This is an optimization exercise on Yosys and OpenROAD, whose aim is small area and a short achievable clock period, not a production implementation.
The RTL was checked by simulation tests, not by an equivalence proof against the original design.
Power and IR drop assume default switching activity.

## design/flow/run.sh

```bash
#!/bin/bash
# synth_recipe.tcl (not shown) runs the flow's synth.tcl, then flattens the netlist and writes it again
# the make line also repeats each setting of config.mk as NAME=value (left out here)
make -C /OpenROAD-flow-scripts/flow DESIGN_CONFIG=/design/flow/config.mk WORK_HOME=/design/flow/orfs CLKGATE_MAP_FILE= SYNTH_SCRIPT=/design/flow/synth_recipe.tcl finish
```

## design/flow/config.mk

```make
export PLATFORM = sky130hd
export DESIGN_NAME = pipeCore
export DESIGN_NICKNAME = pipeCore
export VERILOG_FILES = /design/flow/design.v
export SDC_FILE = /design/flow/constraint.sdc
export NUM_CORES = 4
export LEC_CHECK = 0
export CAP_MARGIN = 20
export CORE_MARGIN = 2
export CORE_UTILIZATION = 40
export CTS_CLUSTER_DIAMETER = 80
export CTS_CLUSTER_SIZE = 30
export SETUP_SLACK_MARGIN = 3.3
export SLEW_MARGIN = 20
```

## design/flow/constraint.sdc

```tcl
create_clock -name core_clock -period 6.0 [get_ports {clk}]
set_input_delay 1.2000 -clock core_clock [delete_from_list [all_inputs] [get_ports {clk}]]
set_output_delay 1.2000 -clock core_clock [all_outputs]
set_load 0.01 [all_outputs]
```

## design/flow/design.v

```verilog
package cpuPkg;
    localparam logic [10:0] OpAdd  = 11'b10001011000;
    localparam logic [10:0] OpSub  = 11'b11001011000;
    localparam logic [10:0] OpAnd  = 11'b10001010000;
    localparam logic [10:0] OpOrr  = 11'b10101010000;
    localparam logic [10:0] OpEor  = 11'b11001010000;
    localparam logic [10:0] OpLdur = 11'b11111000010;
    localparam logic [10:0] OpStur = 11'b11111000000;
    localparam logic [9:0] OpAddi = 10'b1001000100;
    localparam logic [9:0] OpSubi = 10'b1101000100;
    localparam logic [9:0] OpAndi = 10'b1001001000;
    localparam logic [9:0] OpOrri = 10'b1011001000;
    localparam logic [9:0] OpEori = 10'b1101001000;
endpackage
`timescale 1ns/1ps
module instDecoder (
    input  logic [31:0] inst,
    output logic        isArith,    
    output logic        isSub,      
    output logic        isAnd,      
    output logic        isOrr,      
    output logic        isEor,      
    output logic        isImm,      
    output logic        isLd,
    output logic        isSt
);
    logic [10:0] o11;
    logic [9:0]  o10;
    logic        rAdd, rSub, rAnd, rOrr, rEor;
    logic        iAdd, iSub, iAnd, iOrr, iEor;
    assign o11 = inst[31:21];
    assign o10 = inst[31:22];
    assign rAdd = (o11 == cpuPkg::OpAdd);
    assign rSub = (o11 == cpuPkg::OpSub);
    assign rAnd = (o11 == cpuPkg::OpAnd);
    assign rOrr = (o11 == cpuPkg::OpOrr);
    assign rEor = (o11 == cpuPkg::OpEor);
    assign isLd = (o11 == cpuPkg::OpLdur);
    assign isSt = (o11 == cpuPkg::OpStur);
    assign iAdd = (o10 == cpuPkg::OpAddi);
    assign iSub = (o10 == cpuPkg::OpSubi);
    assign iAnd = (o10 == cpuPkg::OpAndi);
    assign iOrr = (o10 == cpuPkg::OpOrri);
    assign iEor = (o10 == cpuPkg::OpEori);
    assign isImm   = iAdd | iSub | iAnd | iOrr | iEor;
    assign isSub   = rSub | iSub;
    assign isArith = rAdd | iAdd | isSub;
    assign isAnd   = rAnd | iAnd;
    assign isOrr   = rOrr | iOrr;
    assign isEor   = rEor | iEor;
endmodule
`timescale 1ns/1ps
module regFile (
    input  logic        clk,
    input  logic        rstN,
    input  logic [30:0] selAV,
    input  logic [4:0]  uninitIdxA,
    input  logic [30:0] selBV,
    input  logic [4:0]  uninitIdxB,
    output logic [31:0] rdDataA,
    output logic [31:0] rdDataB,
    input  logic        wrEn,       
    input  logic [4:0]  wrIdx,
    input  logic [31:0] wrData,
    output logic [30:0] writtenNext    
);
    logic [31:0] regs [31];
    logic [30:0] written;
    logic [30:0] we;
    always_comb begin
        for (int i = 0; i < 31; i++) begin
            we[i] = wrEn & (wrIdx == 5'(i));
        end
    end
    always_ff @(posedge clk) begin
        for (int i = 0; i < 31; i++) begin
            if (we[i]) begin
                regs[i] <= wrData;
            end
        end
    end
    assign writtenNext = written | we;
    always_ff @(posedge clk) begin
        if (!rstN) begin
            written <= '0;
        end else begin
            written <= writtenNext;
        end
    end
    always_comb begin
        rdDataA = {27'b0, uninitIdxA};
        rdDataB = {27'b0, uninitIdxB};
        for (int i = 0; i < 31; i++) begin
            rdDataA = rdDataA | ({32{selAV[i]}} & regs[i]);
            rdDataB = rdDataB | ({32{selBV[i]}} & regs[i]);
        end
    end
endmodule
`timescale 1ns/1ps
module execUnit (
    input  logic [31:0] opA,
    input  logic [31:0] opB,
    input  logic        selArith,
    input  logic        selSub,     
    input  logic        selAnd,
    input  logic        selOrr,
    input  logic        selEor,
    input  logic        selSt,      
    output logic [31:0] res
);
    logic [31:0] sum;
    assign sum = opA + opB;
    assign res = ({32{selArith}} & (sum ^ {32{selSub}}))
               | ({32{selAnd}}   & (opA & opB))
               | ({32{selOrr}}   & (opA | opB))
               | ({32{selEor}}   & (opA ^ opB))
               | ({32{selSt}}    & opB);
endmodule
`timescale 1ns/1ps
module dataMem (
    input  logic        clk,
    input  logic [63:0] sel,        
    input  logic [63:0] hold,       
    input  logic [31:0] wrData,
    output logic [31:0] rdData
);
    logic [31:0] mem [64];
    always_ff @(posedge clk) begin
        for (int w = 0; w < 64; w++) begin
            mem[w] <= ({32{sel[w]}} & wrData) | ({32{hold[w]}} & mem[w]);
        end
    end
    always_comb begin
        rdData = '0;
        for (int w = 0; w < 64; w++) begin
            rdData = rdData | ({32{sel[w]}} & mem[w]);
        end
    end
endmodule
`timescale 1ns/1ps
module pipeCore (
    input  logic            clk,
    input  logic            rstN,
    input  logic            instValid,
    input  logic [31:0]     inst,
    output logic            wbValid,
    output logic [4:0]      wbRd,
    output logic [31:0]     wbData
);
    logic        fWb, fSt, fMem, fArith, fSub, fAnd, fOrr, fEor, fImm;
    logic [4:0]  fRd, fUA, fUB;        
    logic [11:0] fIm;                  
    logic [30:0] fSelAV, fSelBV;
    logic        eWb, eSt, eMem, eArith, eSub, eAnd, eOrr, eEor;
    logic [4:0]  eRd;
    logic [8:0]  eOff;
    logic [31:0] eA, eB;
    logic        mWb;
    logic [4:0]  mRd;
    logic [31:0] mRes;
    logic [63:0] mSel, mHold;
    logic        wbV;
    logic [4:0]  wbR;
    logic [31:0] wbD;
    logic isArith, isSub, isAnd, isOrr, isEor, isImm, isLd, isSt;
    logic        known;
    logic [4:0]  rn, rb;
    logic [30:0] writtenNext;
    logic [30:0] selAV, selBV;
    logic        uninitA, uninitB;
    instDecoder uDecoder (
        .inst    (inst),
        .isArith (isArith),
        .isSub   (isSub),
        .isAnd   (isAnd),
        .isOrr   (isOrr),
        .isEor   (isEor),
        .isImm   (isImm),
        .isLd    (isLd),
        .isSt    (isSt)
    );
    assign known = isArith | isAnd | isOrr | isEor | isLd | isSt;
    assign rn    = inst[9:5];
    assign rb    = isSt ? inst[4:0] : inst[20:16];    
    always_comb begin
        uninitA = 1'b0;
        uninitB = 1'b0;
        for (int i = 0; i < 31; i++) begin
            selAV[i] = (rn == 5'(i)) & writtenNext[i];
            selBV[i] = (rb == 5'(i)) & ~isImm & writtenNext[i];
            uninitA  = uninitA | ((rn == 5'(i)) & ~writtenNext[i]);
            uninitB  = uninitB | ((rb == 5'(i)) & ~writtenNext[i]);
        end
        uninitB = uninitB & ~isImm;
    end
    always_ff @(posedge clk) begin
        fWb      <= rstN & instValid & known & ~isSt & (inst[4:0] != 5'd31);
        fSt      <= rstN & instValid & isSt;
        fMem     <= isLd | isSt;
        fArith   <= isArith;
        fSub     <= isSub;
        fAnd     <= isAnd;
        fOrr     <= isOrr;
        fEor     <= isEor;
        fImm     <= isImm;
        fRd      <= inst[4:0];
        fUA      <= {5{uninitA}} & rn;
        fUB      <= {5{uninitB}} & rb;
        fIm      <= inst[21:10];
        fSelAV   <= selAV;
        fSelBV   <= selBV;
    end
    logic [31:0] rdDataA, rdDataB;
    logic [31:0] opA, opB;
    regFile uRegFile (
        .clk         (clk),
        .rstN        (rstN),
        .selAV       (fSelAV),
        .uninitIdxA  (fUA),
        .selBV       (fSelBV),
        .uninitIdxB  (fUB),
        .rdDataA     (rdDataA),
        .rdDataB     (rdDataB),
        .wrEn        (mWb),
        .wrIdx       (mRd),
        .wrData      (mData),
        .writtenNext (writtenNext)
    );
    logic [31:0] bRaw;
    assign bRaw = rdDataB | ({32{fImm}} & {20'b0, fIm});
    assign opA  = rdDataA ^ {32{fSub}};
    assign opB  = bRaw;
    always_ff @(posedge clk) begin
        if (!rstN) begin
            eWb <= 1'b0;
            eSt <= 1'b0;
        end else begin
            eWb <= fWb;
            eSt <= fSt;
        end
        eMem   <= fMem;
        eArith <= fArith;
        eSub   <= fSub;
        eAnd   <= fAnd;
        eOrr   <= fOrr;
        eEor   <= fEor;
        eRd    <= fRd;
        eOff   <= fIm[10:2];    
        eA     <= opA;
        eB     <= opB;
    end
    logic [31:0] eRes;
    logic [8:0]  eAddr;
    logic [63:0] eSel;
    execUnit uExec (
        .opA      (eA),
        .opB      (eB),
        .selArith (eArith),
        .selSub   (eSub),
        .selAnd   (eAnd),
        .selOrr   (eOrr),
        .selEor   (eEor),
        .selSt    (eSt),
        .res      (eRes)
    );
    assign eAddr = eA[8:0] + eOff;
    always_comb begin
        for (int w = 0; w < 64; w++) begin
            eSel[w] = eMem & rstN & (eAddr[8:3] == 6'(w));    
        end
    end
    always_ff @(posedge clk) begin
        if (!rstN) begin
            mWb <= 1'b0;
        end else begin
            mWb <= eWb;
        end
        mRd   <= eRd;
        mRes  <= eRes;       
        mSel  <= eSel;       
        mHold <= ~(eSel & {64{eSt}});
    end
    logic [31:0] memRd;
    logic [31:0] mData;
    dataMem uDataMem (
        .clk    (clk),
        .sel    (mSel),
        .hold   (mHold),
        .wrData (mRes),
        .rdData (memRd)
    );
    assign mData = memRd | mRes;    
    always_ff @(posedge clk) begin
        if (!rstN) begin
            wbV <= 1'b0;
        end else begin
            wbV <= mWb;
        end
        wbR <= mRd;
        wbD <= mData;
    end
    assign wbValid = wbV;
    assign wbRd    = wbR;
    assign wbData  = wbD;
endmodule
```

==> reports/results.txt, run 1 <==
Synthesis inferred 3,459 register bits. Global routing used 38.6% of the available tracks. For this design the ratio of total power to cell area is 264 nW/um^2. The die width is 569 um, and the vertical extent of the die is 569 um. The flip-flop cell with the highest count after synthesis is dfxtp_1. The leftover overflow at the end of global routing was 0.

The critical path goes through buf_8 > or4b_4 > nor3_4 > buf_6 > buf_12 > mux2i_1 > nand3_1 > a21oi_1 > a211oi_1 > nand4_2 > nand2b_4 > a21oi_2. Cell type group with the largest total delay on the critical path: simple AND/OR/NAND/NOR gates. The tools report the launching instance or port of the critical path as inst[23]. The run finished with no timing, DRC or antenna violations.

STA classifies the critical path endpoint as a flop. The total of fill cells in the finished design was 28,000; the fraction of synthesis flops using an asynchronous set or reset pin was 0%. Across the VDD grid, the largest voltage drop is 0.295 mV. The standard cell with the maximum stage delay on the critical path is mux2i_1. TritonCTS built the clock tree. Entering global routing, the biggest net connects 66 pins. The maximum net fanout on the critical path came out at 6. The count of buffers from port buffering works out to 72. The startpoint of the lowest-slack register-to-register path was mSel[47]$_DFF_P_.

The worst pin sits at a relative slew slack of 9.12%. The kind of start point of the critical path is an input port. After clock tree synthesis, the clock-pin slew on the worst setup and hold paths is 0.09 ns.

The final route contains 112,000 vias. The number of buffers added by the clock tree synthesis step is 158, and the placed wire-length estimate is 333 mm. During synthesis, Yosys emitted a total of 5 warnings.

In the final layout, the multi-input gates occupy 45,500 sq um. After synthesis, the mean cell area works out to 12.4 sq um. The number of antenna violations at the first check in global routing was 48; the max-capacitance violation count was 0. The path class of the tightest hold or removal check is flop to flop.

The run gives 869 mm as the first-pass GRT wire length. Ratio of routed vias to standard cells: 7.73. The number of buffers and inverters on the critical path is 3. The boundary pin count is 73, and the post-route DRC violation count is 0.

The detail route stage leaves a number of antenna-violating nets equal to 0. The run gives 0.107 ns as the final clock skew. The critical path in this run is classified as input port to flop.

The worst hold path passes through 0 cells. The tools report the violation count after the first detailed-routing iteration as 24,300. The synthesized netlist occupies a cell area of 127,000 sq um. The later pin in the worst-skew pair is clocked with a latency of 0.99 ns. Dividing the detail-routed wire length by the instance count gives 45.9 um. The startpoint identified for the worst hold timing path is eRd[4]$_DFF_P_. The number of enable flip-flop cells after synthesis is 992, and the number of iterations in the first detailed-routing pass is 17. The die covers 323,000 sq um. The tools report the number of buffers on the longest clock path as 4. The sink of the worst hold path was mRd[4]$_DFF_P_. The required time at the endpoint of the critical path is 6.84 ns. The number of nets handed over by synthesis was 10,400.

For this design, the sink count on the clock tree is 3,459. The achievable clock frequency was 342 MHz; the final standard cell count with taps included and fillers excluded was 14,500. Data arrives at the worst endpoint at 3.77 ns. The run gives 79,700 sq um as the sequential standard cell area. Dividing the final minimum period by the clock period gives 48.7%. For the core region area, the log shows 318,000 sq um. The logs give 13,800 for the total placed cells including tap cells and 0.0526 uW for the standby leakage power. Summed negative setup slack over all endpoints: 0 ns.

The tree is rooted in a clkbuf_16. The max-slew violation count is 0, and the share of cells above drive strength 1 is 15.2%. The largest stage delay on the critical path works out to 0.60 ns. The logic depth of the worst path, buffers included works out to 12.

Synthesis handed over a netlist of 10,300 instances. The post-synthesis cell type count is 75, and the final period demand of the worst path is 2.92 ns. The logs give 0 for the final count of negative-setup-slack endpoints and 10,300 for the number of nets at the end of the flow. The via count of the first global-routing pass was 101,000.

The depth of the worst register-to-register path is 8, and the starting utilization of the core area is 40.1%. The internal reg-to-reg setup slack is 3.08 ns, and the global placement routability congestion is 0.932. The logs give 207 for the cell row count and 4 for the deepest level of the CTS H-tree.

Worst-margin pin slew: 1.36 ns. Summed over all layers, the routed wires come to 665 mm. For this run, the register share of the synthesized area comes to 62.1%. The tools report the final hold violation count as 0.

Setup repair after global routing could not meet its margin everywhere. In this run the critical register-to-register path is captured at uRegFile.regs[8][28]$_DFFE_PP_. Compared with the post-synthesis result, the final layout area differs by 13.7%.
## cell families (layout without fill, tap and decap cells)
family	Yosys count	count (layout)	synth area share [%]
XOR/XNOR	99	99	0.680
AO/OA/AOI/OAI	4295	4295	28.2
adder cells (fa/ha/maj)	72	72	0.713
AND/OR/NAND/NOR	1154	1154	4.68
multiplexers	10	10	0.0844
other	0	49	0
buffers and inverters	1198	1175	3.56
flip-flops	3459	3459	62.1
## flip-flops by register name (all words and copies together), names as in the netlist, 5 cells and up
signal,count
fSelAV,31
fRd,5
fIm,12
mHold,64
mRd,5
uRegFile.written,31
fUB,5
eB,32
fSelBV,31
mRes,32
fUA,5
mSel,64
wbD,32
eA,32
wbR,5
uDataMem.mem,2048
eOff,9
uRegFile.regs,992
eRd,5
## per-stage QoR
step	worst slack, ns	util (%)	power [uW]	hold WS [ns]	cell area (sq um)
after floorplan	2.41	-	24600	0.310	128000
after global placement	1.20	42.0	24800	0.313	133000
after detailed placement	1.25	42.0	24800	0.312	133000
after CTS	3.07	44.8	38000	0.334	142000
after global routing	3.03	45.6	38900	0.335	145000
final	3.08	45.6	38300	0.332	145000
## where the power goes
part	switching (uW)	internal [uW]
clock network	8360	5580
logic	249	163
registers	46.7	23900
## cell type report
type,count,share of cell area (%)
Timing Repair Buffer,832,6.06
Clock buffer,187,2.88
Inverter,81,0.210
Antenna cell,49,0.0846
Multi-Input combinational cell,5630,31.4
Sequential cell,3459,55.0
Tap cell,4180,3.61
Clock inverter,75,0.707
## per-layer routing
metal / up-vias / wire, um / track usage, %
li1: 41000 / - / -
met1: 55100 / 224000 / 47.4
met2: 12400 / 265000 / 54.1
met3: 3533 / 112000 / 15.1
met4: 32 / 64900 / 29.8
met5: - / 364 / 0.312
## synth_stat cells, types with 5 or more instances
cell	instances	area, sq um
ha_1	71	888
o21ai_0	63	315
nand2_1	176	661
buf_1	438	1640
mux2i_1	6	60.1
clkbuf_1	674	2530
or3_1	11	68.8
o2111ai_1	6	52.6
dfxtp_1	2467	49400
nor2_1	210	788
buf_6	5	56.3
a211o_1	5	43.8
or4_1	30	225
nor4_1	37	231
a222oi_1	84	841
nand3_1	199	996
xnor2_1	77	674
edfxtp_1	992	29800
nand4_1	259	1620
nand2b_1	17	106
inv_1	81	304
a22o_1	2529	22100
or2_2	8	50.1
a221oi_1	500	4380
a22oi_1	925	6940
o211ai_1	6	45.0
xor2_1	22	193
a31oi_1	12	75.1
nand3b_1	6	45.0
and2_1	8	50.1
and3_1	11	68.8
o21bai_1	6	45.0
a21o_1	17	128
o31ai_1	6	45.0
o22ai_1	5	31.3
nor2b_1	39	244
nor3_1	122	611
a21oi_1	87	435
## cells in the final DEF, fill, tap and decap left out, types with 74 or more instances in the layout
master,instances
nand3_1,198
nor3_1,106
dfxtp_4,92
nand2_1,169
clkbuf_16,183
edfxtp_1,992
a22o_1,2529
nor2_1,160
xnor2_1,76
dfxtp_1,2199
inv_1,74
dfxtp_2,176
a221oi_1,457
buf_6,103
a22oi_1,923
nand4_1,259
buf_4,515
a222oi_1,84
buf_12,89
## worst max-delay path by stage
stage / end
after floorplan: fUB[4]$_DFF_P_
after CTS: fUB[3]$_DFF_P_
after detailed placement: fUB[3]$_DFF_P_
after global routing: fUB[1]$_DFF_P_
final: fUB[1]$_DFF_P_
after global placement: fUB[3]$_DFF_P_
## timing repair
| item | CTS | global route |
|---|---|---|
| pin swaps | 105 | 128 |
| gates resized for setup | 466 | 262 |
| hold buffers | 0 | 0 |
| cloned | 14 | 23 |
| setup endpoints to repair | 1442 | 1001 |
| setup buffers | 219 | 115 |
==> run 2: changes to the inputs <==
--- a/design/flow/design.v
+++ b/design/flow/design.v
@@ -164,10 +164,12 @@
     logic [31:0] wbD;
     logic isArith, isSub, isAnd, isOrr, isEor, isImm, isLd, isSt;
     logic        known;
-    logic [4:0]  rn, rb;
+    logic [4:0]  rn, rm, rd;
     logic [30:0] writtenNext;
+    logic [30:0] ohN, ohM, ohD;
+    logic        uN, uM, uD;
     logic [30:0] selAV, selBV;
-    logic        uninitA, uninitB;
+    logic [4:0]  uidxA, uidxB;
     instDecoder uDecoder (
         .inst    (inst),
         .isArith (isArith),
@@ -181,20 +183,31 @@
     );
     assign known = isArith | isAnd | isOrr | isEor | isLd | isSt;
     assign rn    = inst[9:5];
-    assign rb    = isSt ? inst[4:0] : inst[20:16];    
+    assign rm    = inst[20:16];
+    assign rd    = inst[4:0];
     always_comb begin
-        uninitA = 1'b0;
-        uninitB = 1'b0;
+        uN = 1'b0;
+        uM = 1'b0;
+        uD = 1'b0;
         for (int i = 0; i < 31; i++) begin
-            selAV[i] = (rn == 5'(i)) & writtenNext[i];
-            selBV[i] = (rb == 5'(i)) & ~isImm & writtenNext[i];
-            uninitA  = uninitA | ((rn == 5'(i)) & ~writtenNext[i]);
-            uninitB  = uninitB | ((rb == 5'(i)) & ~writtenNext[i]);
+            ohN[i] = (rn == 5'(i));
+            ohM[i] = (rm == 5'(i));
+            ohD[i] = (rd == 5'(i));
+            uN = uN | (ohN[i] & ~writtenNext[i]);
+            uM = uM | (ohM[i] & ~writtenNext[i]);
+            uD = uD | (ohD[i] & ~writtenNext[i]);
         end
-        uninitB = uninitB & ~isImm;
     end
+    assign selAV = ohN & writtenNext;
+    assign selBV = isImm ? 31'b0
+                 : isSt  ? (ohD & writtenNext)
+                 :         (ohM & writtenNext);
+    assign uidxA = {5{uN}} & rn;
+    assign uidxB = isImm ? 5'b0
+                 : isSt  ? ({5{uD}} & rd)
+                 :         ({5{uM}} & rm);
     always_ff @(posedge clk) begin
-        fWb      <= rstN & instValid & known & ~isSt & (inst[4:0] != 5'd31);
+        fWb      <= rstN & instValid & known & ~isSt & (rd != 5'd31);
         fSt      <= rstN & instValid & isSt;
         fMem     <= isLd | isSt;
         fArith   <= isArith;
@@ -203,9 +216,9 @@
         fOrr     <= isOrr;
         fEor     <= isEor;
         fImm     <= isImm;
-        fRd      <= inst[4:0];
-        fUA      <= {5{uninitA}} & rn;
-        fUB      <= {5{uninitB}} & rb;
+        fRd      <= rd;
+        fUA      <= uidxA;
+        fUB      <= uidxB;
         fIm      <= inst[21:10];
         fSelAV   <= selAV;
         fSelBV   <= selBV;
--- a/design/flow/config.mk
+++ b/design/flow/config.mk
@@ -10,5 +10,5 @@
 export CORE_UTILIZATION = 40
 export CTS_CLUSTER_DIAMETER = 80
 export CTS_CLUSTER_SIZE = 30
-export SETUP_SLACK_MARGIN = 3.3
+export SETUP_SLACK_MARGIN = 3.15
 export SLEW_MARGIN = 20
==> run 2 against run 1 <==
- still clean on timing, DRC and antenna
- synthesized cell count grew 0.65%
- hold slack gained 0.0028 ns
- wire length shrank 2.7%
- via count shrank 0.76%
==> reports/results.txt, run 2 <==
The worst setup path is launched from a flop. Timing would allow up to 333 MHz. The summed negative setup slack over all endpoints was 0 ns; the internal reg-to-reg setup slack was 2.99 ns. The via count of the first global-routing pass is 99,600, and the fraction of synthesis flops using an asynchronous set or reset pin is 0%. Counting the buffers created by CTS gives 162.

For this run, the register share of the synthesized area comes to 61.9%. Wires add up to 648 mm. The die is 569 um tall. The cell area after synthesis was 128,000 sq um; the final cell area excluding filler cells was 142,000 sq um. The number of nets produced by synthesis came out at 10,500. A synthesized cell averages 12.3 sq um.

The launching instance or port of the critical path is fSelAV[6]$_DFF_P_. The tools report the starting utilization of the core area as 40.2%. The run gives 15 as the number of iterations in the first detailed-routing pass. The number of antenna violations at the first check in global routing came out at 44. After clock tree synthesis, the clock-pin slew on the worst setup and hold paths is 0.10 ns. The total area inside the core boundary comes to 318,000 sq um. Headroom to the max-slew limit came out at 10.7%.

Summed over all cells, the static leakage comes to 0.0509 uW. In the routed design, unresolved DRC markers number 0. The tool flagged a number of max-cap violations equal to 0. The final hold violation count was 0; the number of flip-flops in the largest register was 2,048. The die width works out to 569 um. The instance area at placement was 133,000 sq um. Sorting the synthesized cells by area gives the leading types as dfxtp_1, edfxtp_1, a22o_1. Startpoint of the lowest-slack register-to-register path: fSelAV[6]$_DFF_P_. The run gives 0 as the residual antenna-violating net count after detailed routing. The endpoint of the worst register-to-register path is eA[22]$_DFF_P_. The worst ir drop on vdd was 0.302 mV. Startpoint-to-endpoint class of the critical path: flop to flop.

Setup repair after global routing could not meet its margin everywhere. The violation count after the first detailed-routing iteration was 24,100; the depth of the worst register-to-register path was 5. STA puts the critical path data required time at 6.72 ns. Routability-driven placement finished with a final weighted congestion of 0.905. The total of fill cells in the finished design came out at 28,300. For the largest net degree at the start of global routing, the log shows 66. During I/O placement, the number of pins put on the boundary was 73. The register with the most flip-flops in the final layout is uDataMem.mem. The path class of the tightest hold or removal check is flop to flop. By count the netlist is led by a22o_1, dfxtp_1, edfxtp_1.

The largest registers in the layout are uDataMem.mem x2048, uRegFile.regs x992. The library cell used most frequently in the layout, excluding fill and tap cells, is a22o_1. For this run, the number of Yosys warnings is 5.

Yosys mapped a number of flops with a built-in enable equal to 992. The synthesized flop and latch total came out at 3,459. Clock tree synthesis found a total of 3,459 sinks. For the pin with the worst max-slew slack, the measured transition is 1.34 ns.

Flip-flop cell with the highest count after synthesis: dfxtp_1. After technology mapping, the gate count stands at 10,400. In this run the worst path has a maximum fanout of 17. For this design the ratio of total power to cell area is 271 nW/um^2. The floorplan step defined a die boundary enclosing 324,000 sq um. Area growth from synthesis to layout: 10.8%. TritonCTS built the clock tree. CTS placed an instance of clkbuf_16 at the clock tree root. In the finished design, the share of the clock period the worst path needs comes to 50.1%. Counting instances, the worst hold path has a depth of 0.

The first global-routing pass estimated 844 mm of wire. Counting along the longest clock path gives a buffer depth of 4. Using the TritonRoute via totals, the vias-per-cell ratio works out to 7.75.

Clock latency on the worst-skew pair, taken at its later pin, is 0.95 ns. The run finished with no timing, DRC or antenna violations. The arrival time at the worst endpoint was 3.72 ns. Cells with a size suffix above 1 make up 11.9% of the layout. The run gives 0.0853 ns as the final clock skew.

Leaving out fill and tap cells, the most frequent cells in the layout are a22o_1, dfxtp_1, edfxtp_1. The synthesized netlist contains 68 unique library cells. The total overflow left after global routing is 0. The worst hold path terminates at eRd[1]$_DFF_P_. The count of buffers from port buffering works out to 72.

In this run the biggest area consumer among cell types represents 38.6% of the synthesized area. The total routing resource utilization after global routing is 37.3%. The number of nets at the end of the flow is 10,100.

STA classifies the critical path endpoint as a flop. After detailed routing, the average wire length per cell comes to 45.2 um. Of all cell types, the one taking the most synthesized area is dfxtp_1. The H-tree generated during clock tree synthesis spans 4 levels. Row generation in the floorplan step produced 207 rows.

Max-slew violation count: 0. Most frequently used cell type in the post-synthesis netlist: a22o_1. Setup violations remaining at the end of the flow were counted as 0. Subtracting the final worst setup slack from the clock period gives 3.01 ns.

The logs give 332 mm for the placed wire-length estimate and 111,000 for the vias after detailed routing. The tools report the critical hold path startpoint as fRd[1]$_DFF_P_.
run 2: changes by cell type after synthesis, sizes merged, moves of 9 or more:
cell / delta
nand2b: -11
nor2: +12
a31oi: +22
a221oi: +11
a22oi: +9
buf: +11
nor3: +22
nand2: -10
run 2: how the worst max path moves through the flow:
| stage | endpoint | cells after the start |
|---|---|---|
| 2_1_floorplan | fUA[0]$_DFF_P_ | 8 |
| 3_3_place_gp | fUB[4]$_SDFF_PP0_ | 8 |
| 3_5_place_dp | fUB[2]$_SDFF_PP0_ | 8 |
| 4_1_cts | mRes[31]$_DFF_P_ | 11 |
| 5_1_grt | mRes[31]$_DFF_P_ | 11 |
| 6_report | eA[22]$_DFF_P_ | 5 |
run 2: worst max-delay path, stage by stage, from the launching register on:
cell	delay (ns)
dfxtp_2	0.70
buf_4	0.47
a222oi_1	0.43
nand4_1	0.12
nor3_1	0.84
xnor2_1	0.25
run 2: metrics by stage:
step / worst slack, ns / util, % / cells / hold slack, ns / power (uW)
2_1_floorplan: 3.02 / - / 10400 / 0.309 / 24700
3_5_place_dp: 1.71 / 42.0 / 13900 / 0.312 / 24800
3_3_place_gp: 1.59 / 41.9 / 13900 / 0.312 / 24800
5_1_grt: 2.99 / 44.5 / 14300 / 0.342 / 39000
6_report: 2.99 / 44.5 / 14300 / 0.335 / 38400
4_1_cts: 2.97 / 44.1 / 14200 / 0.336 / 38200
run 2: where the power goes:
part / total (uW) / internal (uW) / switching [uW]
clock: 14100 / 5650 / 8440
sequential: 23900 / 23800 / 46.6
combinational: 371 / 130 / 242
run 2: area by class of cell:
class / count / area (sq um) / area share [%]
antenna: 50 / 125 / 0.0883
clock buffer: 193 / 4380 / 3.09
clock inverter: 78 / 1010 / 0.711
inverter: 83 / 312 / 0.220
multi-input combinational: 5687 / 45200 / 31.9
sequential: 3459 / 79800 / 56.3
tap: 4180 / 5230 / 3.69
timing repair buffer: 611 / 5710 / 4.03
run 2: per-layer routing:
layer | track usage, % | part of all wire [%] | up-vias
met1 | 46.1 | 34 | 54900
met2 | 53.6 | 41 | 12200
met3 | 14.1 | 16 | 3234
met5 | 0 | 0.032 | -
met4 | 25.5 | 8.8 | 26
li1 | - | - | 40900
run 2: what timing repair did:
item	4_1_cts	5_1_grt
hold endpoints to repair	0	0
resized for setup	168	113
gates cloned	2	5
endpoints found under the setup margin	938	925
pin swaps	23	20
hold buffers	0	0
setup buffers	71	88
run 2: kinds of logic after synthesis:
family                   share of synthesized area [%]
buffers and inverters                             3.56
AO/OA/AOI/OAI                                     28.3
XOR/XNOR                                         0.685
multiplexers                                     0.131
adder cells (fa/ha/maj)                          0.711
AND/OR/NAND/NOR                                   4.70
flip-flops                                        61.9
==> run 3: changes to the inputs <==
--- a/design/flow/config.mk
+++ b/design/flow/config.mk
@@ -9,6 +9,6 @@
 export CORE_MARGIN = 2
 export CORE_UTILIZATION = 40
 export CTS_CLUSTER_DIAMETER = 80
-export CTS_CLUSTER_SIZE = 30
-export SETUP_SLACK_MARGIN = 3.15
+export CTS_CLUSTER_SIZE = 25
+export SETUP_SLACK_MARGIN = 3.05
 export SLEW_MARGIN = 20
==> run 3 against run 2 <==
- fmax is 1.8% lower
- critical path depth grew 1
- cell area down 1.4%
- hold slack lost 0.0038 ns
- final cell count fell by 1.0%
- synthesized cell count is the same
- setup slack got worse by 0.055 ns
- critical path type unchanged
- highest routed layer unchanged
==> reports/results.txt, run 3 <==
In the routed layout, each cell is associated on average with a via count of 7.66. Buffers placed on the I/O ports in this run total 72. The number of clock buffers added by TritonCTS is 173. Sequential cells burn 62.9% of the power. Most frequently used cell type in the post-synthesis netlist: a22o_1. In this run the horizontal extent of the chip is 569 um. Counting every sink on the clock net gives 3,459. The sink of the worst hold path was eRd[1]$_DFF_P_.

The area growth from synthesis to layout is 9.31%. The tools report the max-capacitance violation count as 0. The library cell used most frequently in the layout, excluding fill and tap cells, is a22o_1. Summing all multi-input logic gate instances after layout gives 44,900 sq um.

For the pin with the worst max-slew slack, the measured transition is 1.36 ns. For the relative contribution of combinational cells to total power, the log shows 0.9%. The worst hold path was traced through 0 stages. The number of enable flip-flop cells after synthesis is 992, and the number of nets at the end of the flow is 10,000.

The commonest cells after synthesis are a22o_1, dfxtp_1, edfxtp_1. The first global-routing pass estimated 833 mm of wire. The post-synthesis cell type count is 68.

The library cells used most frequently in the layout, excluding fill and tap cells, are a22o_1, dfxtp_1, edfxtp_1. The floorplan has 207 rows. The number of hold buffers added after CTS was 0. In the synthesized netlist the dominant register cell turns out to be dfxtp_1. STA classifies the critical path startpoint as a flop.

For this design the total switching power over the nets is 8380 uW. The core region is 318,000 sq um. The register with the most flip-flops in the layout has 2,048 of them. The worst-case hold slack was 0.331 ns; the residual antenna-violating net count after detailed routing was 0.

The mean cell area of the mapped netlist came out at 12.3 sq um. The tools report the clock root buffer as clkbuf_16. The clock-pin slew on the worst setup and hold paths was 0.10 ns. The critical path is of the flop to flop type. The worst hold-check path type was flop to flop.

The boundary pin count is 73, and the area share of the largest cell type after synthesis is 38.6%. Counting I/O delays and the setup requirement, the final critical path takes 3.06 ns. The share of cells above drive strength 1 came out at 10.2%. The tools report the share of power burned in the clock network as 36.2%. The number of nets in the synthesized netlist is 10,500. The switching part of the total came out at 22.1%. In this run, synthesis produced a sequential element count of 3,459. Of all cell types, the one taking the most synthesized area is dfxtp_1.

The worst register-to-register path has a depth of 6. Setup repair after global routing could not meet its margin everywhere. The logs give 9.12% for the max-slew headroom at the worst pin and 23,900 for the violation count after the first detailed-routing iteration.

The startpoint of the lowest-slack register-to-register path is fSelAV[20]$_DFF_P_. After synthesis, the share of flip-flops with an asynchronous set or reset is 0%. The internal reg-to-reg setup slack came out at 2.94 ns. In the final routed layout, each cell accounts on average for 44.1 um.

For the worst setup path, the data arrival time is 3.77 ns. Entering global routing, the biggest net connects 66 pins. In the final layout, the registers with the most flip-flops are uDataMem.mem x2048, uRegFile.regs x992. The max-slew violation count is 0.

The standby leakage power was 0.0500 uW. The final count of negative-setup-slack endpoints was 0. After synthesis, the cell types taking the most area are dfxtp_1, edfxtp_1, a22o_1. The synthesized netlist occupies a cell area of 128,000 sq um.

Counting along the longest clock path gives a buffer depth of 4. Counting the fill cells in the layout gives 28,800. The tools report the starting utilization of the core area as 40.2%. TritonCTS built the clock tree. The total routing resource utilization after global routing is 36.6%, and the count of synthesis-stage warnings from yosys is 5. Endpoint of the worst register-to-register path: eA[13]$_DFF_P_. The H-tree was split into 4 levels. Derived from the worst setup path, the maximum achievable clock frequency is 327 MHz. The maximum net fanout on the critical path works out to 18. The placed wire-length estimate is 328 mm, and the portion of the post-synthesis area used by sequential elements is 61.9%.

Walking the worst path, the cells encountered are buf_4 > a22o_1 > a221oi_1 > nand4_1 > nor3_1 > xnor2_1. For the number of antenna violations at the first check in global routing, the log shows 38. The startpoint identified for the worst hold timing path is fRd[1]$_DFF_P_. The required time at the endpoint of the critical path was 6.71 ns; the global placement routability congestion was 0.911. The cell count after synthesis is 10,400, and the internal power consumption is 29,600 uW. Counting flops per register, the top entry is uDataMem.mem. The run gives 0 as the final hold violation count. For the number of iterations in the first detailed-routing pass, the log shows 12. The power per standard cell area works out to 272 nW/um^2. The total length of routed wires came out at 626 mm. The run gives 79,700 sq um as the sequential standard cell area. The largest stage delay on the critical path was 0.74 ns; the via count of the first global-routing pass was 98,800. Across the routed clock network, the largest skew measured is 0.0785 ns. STA classifies the critical path endpoint as a flop. The run gives 0.95 ns as the clock latency at the later pin of the worst-skew pair. Standard cell with the maximum stage delay on the critical path: dfxtp_2. The tools report the total die area as 324,000 sq um.

The post-route DRC violation count was 0. The final critical path takes up 51.0% of the cycle. The summed negative setup slack over all endpoints was 0 ns. The run finished with no timing, DRC or antenna violations. The die is 569 um tall.

For this block, the via count after detailed routing is 109,000. Across the VDD grid, the largest voltage drop is 0.233 mV. Leftover overflow at the end of global routing: 0.
## run 3: cell families after synthesis
group	Yosys count	share of synthesized area, %
and+or+nand+nor	1170	4.70
adders and majority gates	72	0.711
buffers and inverters	1209	3.56
xor gates and xnor gates	100	0.685
AOI/OAI and AO/OA	4329	28.3
muxes	15	0.131
DFF	3459	61.9
## run 3: layer usage
layer	track usage (%)	wire length, um
met1	46.0	219000
met2	53.4	259000
met3	12.0	95500
met4	24.6	51500
met5	0.580	425
## run 3: critical path, delay by kind of cell, from the launching register on
| family | cells | cell delay [ns] |
|---|---|---|
| buffers and inverters | 1 | 0.49 |
| AOI/OAI and AO/OA | 2 | 0.47 |
| xor gates and xnor gates | 1 | 0.29 |
| and+or+nand+nor | 2 | 0.85 |
| DFF | 1 | 0.74 |
## run 3: timing repair
item / 4_1_cts / 5_1_grt
resized for setup: 116 / 67
gates cloned: 0 / 1
buffers inserted: 13 / 35
endpoints found under the setup margin: 689 / 700
pin swaps: 9 / 15
## run 3: worst max path at each step
stage | from | endpoint
global placement | inst[31] | fUB[0]$_SDFF_PP0_
detailed placement | inst[6] | fUA[1]$_DFF_P_
floorplan | mRd[3]$_DFF_P_ | fUA[0]$_DFF_P_
global route | eA[0]$_DFF_P_ | mRes[20]$_DFF_P_
CTS | mWb$_SDFF_PN0_ | fUB[3]$_SDFF_PP0_
finish | fSelAV[20]$_DFF_P_ | eA[13]$_DFF_P_
## run 3: power by group through the flow
stage	registers (uW)	clock network (uW)	logic (uW)
after floorplan	24400	0	215
after global placement	24400	0	339
after detailed placement	24400	0	339
after CTS	23900	13700	343
after global routing	23900	14400	382
final	23900	13700	358
## run 3: area by class of cell
cell class              count  area share, %
diodes                     35         0.0627
well taps                4180           3.74
inverters                  83          0.223
clock buffers             208           3.24
clock inverters            49          0.403
multi-input cells        5686           32.2
repair buffers            495           3.11
flip-flops and latches   3459           57.0
## run 3: metrics by stage
step                instance area (sq um)  utilization (%)  setup WS [ns]  total power, uW  std cells
CTS                                139000             43.7           3.05            37900      14100
global placement                   133000             41.9           1.85            24800      13900
floorplan                          128000                -           3.02            24700      10400
global route                       140000             43.9           3.03            38700      14200
finish                             140000             43.9           2.94            38000      14200
detailed placement                 133000             42.0           1.96            24800      13900
==> run 4: changes to the inputs <==
--- a/design/flow/config.mk
+++ b/design/flow/config.mk
@@ -7,7 +7,7 @@
 export LEC_CHECK = 0
 export CAP_MARGIN = 20
 export CORE_MARGIN = 2
-export CORE_UTILIZATION = 40
+export CORE_UTILIZATION = 50
 export CTS_CLUSTER_DIAMETER = 80
 export CTS_CLUSTER_SIZE = 25
 export SETUP_SLACK_MARGIN = 3.05
==> run 4 against run 3 <==
- register-to-register slack is essentially flat
- wire length down 0.50%
- sequential power hardly changed
- cell area decreased by 0.62%
- count of clock-buffer cells in the layout increased by 7
==> reports/results.txt, run 4 <==
The final route contains 108,000 vias. The via count of the first global-routing pass is 98,300, and the achievable clock frequency is 328 MHz. Across all hold checks on the routed design, the worst slack comes to 0.329 ns.

The final hold violation count is 0. The vertical extent of the die was 510 um. The register with the most flip-flops in the layout has 2,048 of them.

Setup violations remaining at the end of the flow were counted as 0. In the final routed layout, each cell accounts on average for 46.5 um. Summing all flip-flop and latch instances after layout gives 79,700 sq um. The placed wire-length estimate is 327 mm. The area growth from synthesis to layout works out to 8.63%.

The clock passes through at most 3 buffers. Leaving out fill and tap cells, the most frequent cell in the layout is a22o_1. The count of buffers from port buffering was 72. The tools report the clock root buffer as clkbuf_16. The area share of the largest cell type after synthesis came out at 38.6%. The largest net degree at the start of global routing is 66, and the max-slew headroom at the worst pin is 11.7%. For the internal reg-to-reg setup slack, the log shows 2.95 ns. Max-slew violation count: 0. After synthesis, the netlist uses 68 different library cells. For this run, design rule violations remaining after detail routing come to 0. The detailed router finished its first iteration with 23,500 violations. For the count of synthesis-stage warnings from yosys, the log shows 5. The endpoint kind of the worst setup timing path is a flop.

In this run, synthesis inferred 992 flip-flops with an integrated enable. After synthesis, the most frequently instantiated cells are a22o_1, dfxtp_1, edfxtp_1. The summed negative setup slack over all endpoints is 0 ns, and the number of antenna violations at the first check in global routing is 46. The tools report the max-capacitance violation count as 0. Synthesis handed over a netlist of 10,400 instances.

The share of cells above drive strength 1 was 10.5%. By startpoint and endpoint, the worst setup path is classified as flop to flop. The flip-flop cell with the highest count after synthesis is dfxtp_1.

The cell type with the highest aggregate area in the netlist is dfxtp_1. The number of hold buffers added after CTS was 0. Fraction of synthesis flops using an asynchronous set or reset pin: 0%. The tools report the kind of start point of the critical path as a flop.

STA puts the critical path data required time at 6.71 ns. The mean cell area of the mapped netlist is 12.3 sq um, and the maximum net fanout on the critical path is 17. The filler cells instantiated in the layout total 21,100.

The logs give 168 for the number of buffers added by the clock tree synthesis step and 10,000 for the number of nets at the end of the flow. The die covers 260,000 sq um. The worst-case IR drop observed on VDD is 0.331 mV.

For this run the aggregate overflow at the end of global routing stands at 0. TritonCTS built the clock tree. At the pin with the least slew margin, the transition time is 1.32 ns.

The run gives 623 mm as the total length of routed wires. Yosys instantiated no cell more often than a22o_1. The post-route core utilization was 54.6%. For the cell area after synthesis, the log shows 128,000 sq um. Setup repair after global routing could not meet its margin everywhere.

73 I/O pins were placed. Of the synthesized area, sequential elements account for 61.9%. The register ranked first by flip-flop count was uDataMem.mem.

The largest registers in the layout are uDataMem.mem x2048, uRegFile.regs x992. Power spread over the standard cell area amounts to 274 nW/um^2. The later pin in the worst-skew pair is clocked with a latency of 0.89 ns. The synthesized flop and latch total was 3,459; the starting utilization of the core area was 50.3%.

Worst hold-check path type: flop to flop. Traced cell by cell, the critical path runs through buf_4 > a22o_1 > a221oi_1 > nand4_1 > nor3_1 > xnor2_1. The tools report the core region area as 254,000 sq um. The die width came out at 510 um. The clock net in this run drives a total of 3,459 sinks.

Using the TritonRoute via totals, the vias-per-cell ratio works out to 8.09. The tools report the deepest level of the CTS H-tree as 4. Yosys attributes the largest share of cell area to dfxtp_1, edfxtp_1, a22o_1.

The residual antenna-violating net count after detailed routing was 0. The clock-pin slew on the worst setup and hold paths was 0.10 ns; the final period demand of the worst path was 3.05 ns. Data on the critical path arrives at its endpoint at 3.77 ns. The run finished with no timing, DRC or antenna violations. The pre-antenna-repair detailed-routing pass consisted of 13 iterations. For this design the static power due to leakage is 0.0501 uW.

The largest individual stage delay along the critical path comes from the cell nor3_1. The first global-routing pass estimated 831 mm of wire. In the layout the commonest cells are a22o_1, dfxtp_1, edfxtp_1. The final cycle utilization of the critical path is 50.9%.

In the global route stage, overall resource usage came out at 46.1%. The run gives 0.0444 ns as the final clock skew. The largest stage delay on the critical path is 0.90 ns. The logs give 10,500 for the number of nets produced by synthesis and 185 for the cell row count.

Routability-driven placement finished with a final weighted congestion of 0.932. In the final layout, the multi-input gates occupy 45,000 sq um.
-- run 4: through the flow --
| stage | instances | power, uW | area, sq um | setup slack [ns] |
|---|---|---|---|---|
| detailed placement | 13100 | 24800 | 132000 | 1.89 |
| finish | 13400 | 38100 | 139000 | 2.95 |
| CTS | 13300 | 38000 | 138000 | 3.05 |
| global placement | 13000 | 24800 | 132000 | 1.78 |
| global route | 13400 | 38800 | 139000 | 2.98 |
| floorplan | 10400 | 24700 | 128000 | 3.02 |
-- run 4: worst max-delay path, delay by kind of cell (launching register included) --
family,cells,cell delay (ns)
AOI/OAI and AO/OA,2,0.47
xor gates and xnor gates,1,0.14
buffers and inverters,1,0.49
DFF,1,0.70
and+or+nand+nor,2,1.04
-- run 4: power breakdown --
part | switching, uW | internal, uW | leakage [uW]
clock network | 8010 | 5840 | 0.00255
logic | 226 | 125 | 0.0170
registers | 44.4 | 23900 | 0.0306
total | 8280 | 29800 | 0.0501
-- run 4: cell families after synthesis --
logic type | after synthesis | synth area share (%)
AO/OA/AOI/OAI | 4329 | 28.3
XOR/XNOR | 100 | 0.685
buffers and inverters | 1209 | 3.56
AND/OR/NAND/NOR | 1170 | 4.70
adder cells (fa/ha/maj) | 72 | 0.711
multiplexers | 15 | 0.131
flip-flops | 3459 | 61.9
-- run 4: final cells by class --
type                       instances  area share (%)
antenna                           29          0.0523
clock buffer                     215            3.33
clock inverter                    48           0.443
inverter                          83           0.224
multi-input combinational       5686            32.4
sequential                      3459            57.4
tap                             3366            3.03
timing repair buffer             506            3.17
-- run 4: what timing repair did --
action,in CTS,in global routing
hold endpoints to repair,0,0
setup buffers,15,33
gates resized for setup,105,80
gates cloned,1,0
pin swaps,7,24
setup endpoints to repair,688,656
-- run 4: worst paths after layout --
kind | from | to | cells past startpoint
min reg2reg | fAnd$_DFF_P_ | eAnd$_DFF_P_ | 0
max reg2reg | fSelAV[23]$_DFF_P_ | eA[19]$_DFF_P_ | 6
min | fAnd$_DFF_P_ | eAnd$_DFF_P_ | 0
max | fSelAV[23]$_DFF_P_ | eA[19]$_DFF_P_ | 6
-- run 4: routing by layer --
metal / vias to the layer above / global-route usage [%] / routed length [um]
met2: 11300 / 66.7 / 256000
met5: - / 0 / 329
li1: 40600 / - / -
met3: 3069 / 15.0 / 94000
met1: 53400 / 58.1 / 216000
met4: 46 / 32.4 / 56300

what the ideal ports hide:
In the flow no input, the clock included, has a driving cell. The finished layouts below were timed again as built, in two steps. Step 1 sets driving cells, clkbuf_16 on the clock port and buf_2 on the other inputs (assumed; they add their load-dependent delay and slew). Step 2, shift: input delay + t, output delay - t, t = (earliest + latest rising clock arrival at the registers) / 2. This alone moves slack from input paths to output paths. a / b / c = no drivers / after step 1 / after step 2; a / b = the first two.
| run | t, ns | slack for setup (ns) | worst hold slack (ns) | clock arrival spread, ns | worst register clock-pin slew, ns |
|---|---|---|---|---|---|
| run 1 | 1.038 | 3.075 / 3.082 / 2.097 | 0.332 / 0.332 / 0.332 | 0.109 / 0.109 | 0.12 / 0.12 |
| run 2 | 1.014 | 2.995 / 2.995 / 2.290 | 0.335 / 0.335 / 0.335 | 0.091 / 0.091 | 0.12 / 0.12 |
| run 3 | 1.015 | 2.940 / 2.940 / 2.264 | 0.331 / 0.331 / 0.331 | 0.086 / 0.086 | 0.11 / 0.11 |
| run 4 | 0.974 | 2.948 / 2.948 / 2.172 | 0.329 / 0.329 / 0.329 | 0.050 / 0.050 | 0.11 / 0.11 |
After both steps setup and hold are still met in every run listed. For run 1, which loses most, drivers alone change the setup slack by +0.007 ns; drivers and shift together by -0.978 ns.
